Background: an optimization exercise with open tools, aiming at small area and a short achievable clock period. Do not read the settings as production practice.
Function was checked by simulation only, so behaviour that the tests miss may differ from the original.
Power is estimated from default activity; no workload was simulated.

==> flow/design.v (excerpt) <==
module mips_id_top (
    input  logic        clk,
    input  logic        arst_n,
    input  logic        in_valid,
    input  logic [31:0] in_inst,
    input  logic [31:0] in_pc4,
    input  logic        wb_en,
    input  logic [4:0]  wb_addr,
    input  logic [31:0] wb_data,
    input  logic        credit_return,
    output logic        in_ready,
    output logic        out_valid,
    output logic [31:0] out_inst,
    output logic [31:0] out_rs_val,
    output logic [31:0] out_rt_val,
    output logic [31:0] out_imm,
    output logic [31:0] out_do,
    output logic        out_jump,
    output logic [31:0] out_target
);
    logic [31:0] rs_val, rt_val;
    logic [31:0] target_pre, do_pre;
    logic [31:0] inst_q, rs_q, do_q;
    logic        zext, jabs, jreg, link, lui, slt, cmp_imm, cmp_signed, uncond;
    logic        regimm, beq, bne, blez, bgtz, cmp_rt, j_lt, j_eq, j_gt;
    logic [3:0]  cmp_l, cmp_g, cmp_l_q, cmp_g_q;
    logic [3:0]  flags, flags_q;
    logic        imm_hi_q;
    logic        lt;
    register_file register_file_i (
        .clk(clk), .arst_n(arst_n),
  ...
export LEC_CHECK = 0
export CAP_MARGIN = 20
export CORE_MARGIN = 2
export CORE_UTILIZATION = 35
export SETUP_SLACK_MARGIN = 2.2
export SLEW_MARGIN = 20
export SYNTH_HIERARCHICAL = 1
create_clock -name core_clock -period 5.5 [get_ports {clk}]
standard.sh (not shown) runs the stock make flow with config.mk's settings and CLKGATE_MAP_FILE= SYNTH_SCRIPT=/design/flow/synth_recipe.tcl, a recipe that flattens the netlist after the stock synthesis.
==> flow/flow/run.sh <==
#!/bin/bash
# The standard layout (the standard.sh, unchanged synthesis and flow steps), except that
# the input and output ports are buffered with a small buffer, sky130_fd_sc_hd__buf_2,
# instead of the delay buffer the resizer picks by default. Timing repair still upsizes the
# port buffers that lie on critical paths. The whole make output goes to standard_flow.log;
# ORFS keeps each step's log under orfs/logs/.
set -euo pipefail
export BUFFER_PORTS_ARGS="-buffer_cell sky130_fd_sc_hd__buf_2"
bash standard.sh > standard_flow.log 2>&1
==> next run, changes <==
--- a/flow/flow/run.sh
+++ b/flow/flow/run.sh
@@ -3 +3 @@
-# the input and output ports are buffered with a small buffer, sky130_fd_sc_hd__buf_2,
+# the input and output ports are buffered with the smallest buffer, sky130_fd_sc_hd__buf_1,
@@ -8 +8 @@
-export BUFFER_PORTS_ARGS="-buffer_cell sky130_fd_sc_hd__buf_2"
+export BUFFER_PORTS_ARGS="-buffer_cell sky130_fd_sc_hd__buf_1"
--- a/flow/config.mk
+++ b/flow/config.mk
@@ -11 +11 @@
-export SETUP_SLACK_MARGIN = 2.2
+export SETUP_SLACK_MARGIN = 2.4
The new run finished with timing, DRC and antenna clean.
Clock power decreases by 8.6%.
Maximum frequency went down by 1.3%.
Via count climbs by 1.6%.
Setup slack loses 43 ps.
Routed wire length rises by 1.3%.
Worst hold slack degrades by 43 ps.
Total power came out lower by 2.9%.
Non-clock buffer count is higher by 85.
Final area is higher by 0.83%.
Global-route usage came out higher by 0.46 points.
==> next run, changes <==
==> flow/run.sh (new file) <==
#!/bin/bash
# synth_recipe.tcl (not shown) runs the flow's synth.tcl, then flattens the netlist and writes it again
# the make line also repeats each setting of config.mk as NAME=value (left out here)
make -C /OpenROAD-flow-scripts/flow DESIGN_CONFIG=/design/flow/config.mk WORK_HOME=/design/flow/orfs CLKGATE_MAP_FILE= SYNTH_SCRIPT=/design/flow/synth_recipe.tcl finish
--- a/flow/config.mk
+++ b/flow/config.mk
@@ -11 +11,3 @@
-export SETUP_SLACK_MARGIN = 2.4
+export CTS_CLUSTER_DIAMETER = 70
+export CTS_CLUSTER_SIZE = 20
+export SETUP_SLACK_MARGIN = 2.2
removed: flow/flow/run.sh
removed: flow/standard.sh
The new run finished with timing, DRC and antenna clean.
Global-route usage is higher by 0.80 points.
Die area stays the same.
Final area is higher by about 2.4%.
Clock skew is higher by 4.3 ps.
Fmax is higher by 1.2%.
Total power is lower by about 5.6%.
Worst setup slack improved by 39 ps.
Via count is higher by 1.2%.
Clock power is lower by 17%.
Routed wire length is higher by 4.9%.
Cell count is lower by about 0.37%.

========
== build 52 ==
mips_id_top again, from the RTL that the note above started with.
==> flow/config.mk <==
export PLATFORM = sky130hd
export DESIGN_NAME = mips_id_top
export DESIGN_NICKNAME = mips_id_top
export VERILOG_FILES = /design/flow/design.v
export SDC_FILE = /design/flow/constraint.sdc
export NUM_CORES = 4
export LEC_CHECK = 0
export CAP_MARGIN = 20
export CORE_MARGIN = 2
export CORE_UTILIZATION = 35
export SETUP_SLACK_MARGIN = 2.2
export SLEW_MARGIN = 20
export SYNTH_HIERARCHICAL = 1
==> flow/constraint.sdc <==
create_clock -name core_clock -period 5.5 [get_ports {clk}]
set_input_delay 1.1000 -clock core_clock [delete_from_list [all_inputs] [get_ports {clk}]]
set_output_delay 1.1000 -clock core_clock [all_outputs]
set_load 0.01 [all_outputs]
run.sh (not shown) runs the stock make flow with config.mk's settings and CLKGATE_MAP_FILE= SYNTH_SCRIPT=/design/flow/synth_recipe.tcl, a recipe that flattens the netlist after the stock synthesis.
Stock flow here: none of the scripts above is used.
Both conditions hold for build 52: the flow ran to the end and the final layout passed the timing, design-rule and antenna checks.
Here is what was changed in the inputs of build 18 compared with build 52.
- CTS_CLUSTER_DIAMETER: unset -> 70
- CTS_CLUSTER_SIZE: unset -> 20
==> flow/flow/run.sh (new file) <==
#!/bin/bash
# The standard layout (the standard.sh, unchanged synthesis and flow steps), except that
# the input and output ports are buffered with the smallest buffer, sky130_fd_sc_hd__buf_1,
# instead of the delay buffer the resizer picks by default. Timing repair still upsizes the
# port buffers that lie on critical paths. The whole make output goes to standard_flow.log;
# ORFS keeps each step's log under orfs/logs/.
set -euo pipefail
export BUFFER_PORTS_ARGS="-buffer_cell sky130_fd_sc_hd__buf_1"
bash standard.sh > standard_flow.log 2>&1
==> flow/standard.sh (new file) <==
#!/bin/bash
# synth_recipe.tcl (not shown) runs the flow's synth.tcl, then flattens the netlist and writes it again
# the make line also repeats each setting of config.mk as NAME=value (left out here)
make -C /OpenROAD-flow-scripts/flow DESIGN_CONFIG=/design/flow/config.mk WORK_HOME=/design/flow/orfs CLKGATE_MAP_FILE= SYNTH_SCRIPT=/design/flow/synth_recipe.tcl "${@:-finish}"
removed: flow/run.sh
==> notes.md <==
Changes observed in build 18 relative to build 52: portion of total power attributed to combinational logic -0.4 points; final-stage net count -about 2%; worst-path maximum fanout +2.
## Diff of input files: build 57 against build 18
--- a/flow/flow/run.sh
+++ b/flow/flow/run.sh
@@ -3 +3 @@
-# the input and output ports are buffered with the smallest buffer, sky130_fd_sc_hd__buf_1,
+# the input and output ports are buffered with a small buffer, sky130_fd_sc_hd__buf_2,
@@ -8 +8 @@
-export BUFFER_PORTS_ARGS="-buffer_cell sky130_fd_sc_hd__buf_1"
+export BUFFER_PORTS_ARGS="-buffer_cell sky130_fd_sc_hd__buf_2"
Notes after the runs:
Summary of build 57 over build 18: post-CTS setup buffer count up 36%; worst slew slack as a fraction of its limit down 5.5 points.
Compared with build 18, in build 57 area of the multi-input gates shows a reduction of about 0.9%, via total after detailed routing shows a reduction of 1.3%.
Compared to build 18, build 57 has peak ir drop on the vdd network 1.3% higher.
Build 18 reports its end of the critical path as id_stage_i.cmp_g_q[1]$_DFF_P_ while build 57 reports id_stage_i.cmp_g_q[3]$_DFF_P_.
In build 57 relative to build 18, cell count had gone down slightly.
Build 57 — aggregate routed wire length 3.0 mm lower, build 18 as reference
Fraction of area in multi-input gates in build 57 is 0.25 points below build 18.
Across both runs, power was lower for build 57 than for build 18.
The following lists how build 94 was set up differently from build 57:
- CTS_CLUSTER_SIZE no longer set, was 20
- SETUP_SLACK_MARGIN now 2.4, was 2.2
- CTS_CLUSTER_DIAMETER no longer set, was 70
==> flow/run.sh (new file) <==
#!/bin/bash
# synth_recipe.tcl (not shown) runs the flow's synth.tcl, then flattens the netlist and writes it again
# the make line also repeats each setting of config.mk as NAME=value (left out here)
make -C /OpenROAD-flow-scripts/flow DESIGN_CONFIG=/design/flow/config.mk WORK_HOME=/design/flow/orfs CLKGATE_MAP_FILE= SYNTH_SCRIPT=/design/flow/synth_recipe.tcl finish
removed: flow/flow/run.sh
removed: flow/standard.sh
### Flow results
- Between build 94 and build 57, the final-report max-slew violation count does not differ in any meaningful way.
- Met1 capacity usage during global routing: build 94 > build 57
- When the final numbers for build 94 and build 57 were put side by side, the worst setup slack turned out to be smaller in build 57.
- Routed wire length in build 94 is 4.0% above build 57.
- Note that the layout clock buffer count recorded for build 57 amounts to 0.66 times the value seen in build 94.
- Re utilization: build 94 and build 57 aren't equal, and the higher value belongs to build 94.

[afterwards: timing with drivers on the ports]
The results above use ideal ports. As a check the final layouts listed here were re-extracted and re-timed, cells and wires unchanged. Step 1, drivers: a clkbuf_16 drives clk and a buf_2 each remaining input, both assumed. Step 2 also shifts input and output timing later by t, the mid clock arrival at the registers, as if the neighbouring blocks saw the same clock. Three values: no drivers, after step 1, after step 2; two values: the first two.
run	shift t [ns]	slack for setup (ns)	latest minus earliest clock arrival (ns)	worst register clock-pin slew, ns
the first run of note 1	0.819	2.078 / 2.096 / 1.277	0.040 / 0.040	0.07 / 0.07
the second run of note 1	0.839	2.034 / 2.053 / 1.214	0.043 / 0.043	0.07 / 0.07
the third run of note 1	0.817	2.074 / 2.088 / 1.271	0.059 / 0.058	0.09 / 0.09
build 52	0.845	2.065 / 2.099 / 1.253	0.029 / 0.029	0.07 / 0.07
build 18	0.823	1.959 / 2.011 / 1.189	0.047 / 0.047	0.09 / 0.09
build 57	0.772	2.050 / 2.084 / 1.311	0.047 / 0.047	0.09 / 0.09
build 94	0.837	2.198 / 2.176 / 1.390	0.045 / 0.045	0.07 / 0.07
After both steps setup and hold are still met in every run listed. For the second run of note 1, which loses most, drivers alone change the setup slack by +0.019 ns; drivers and shift together by -0.820 ns.
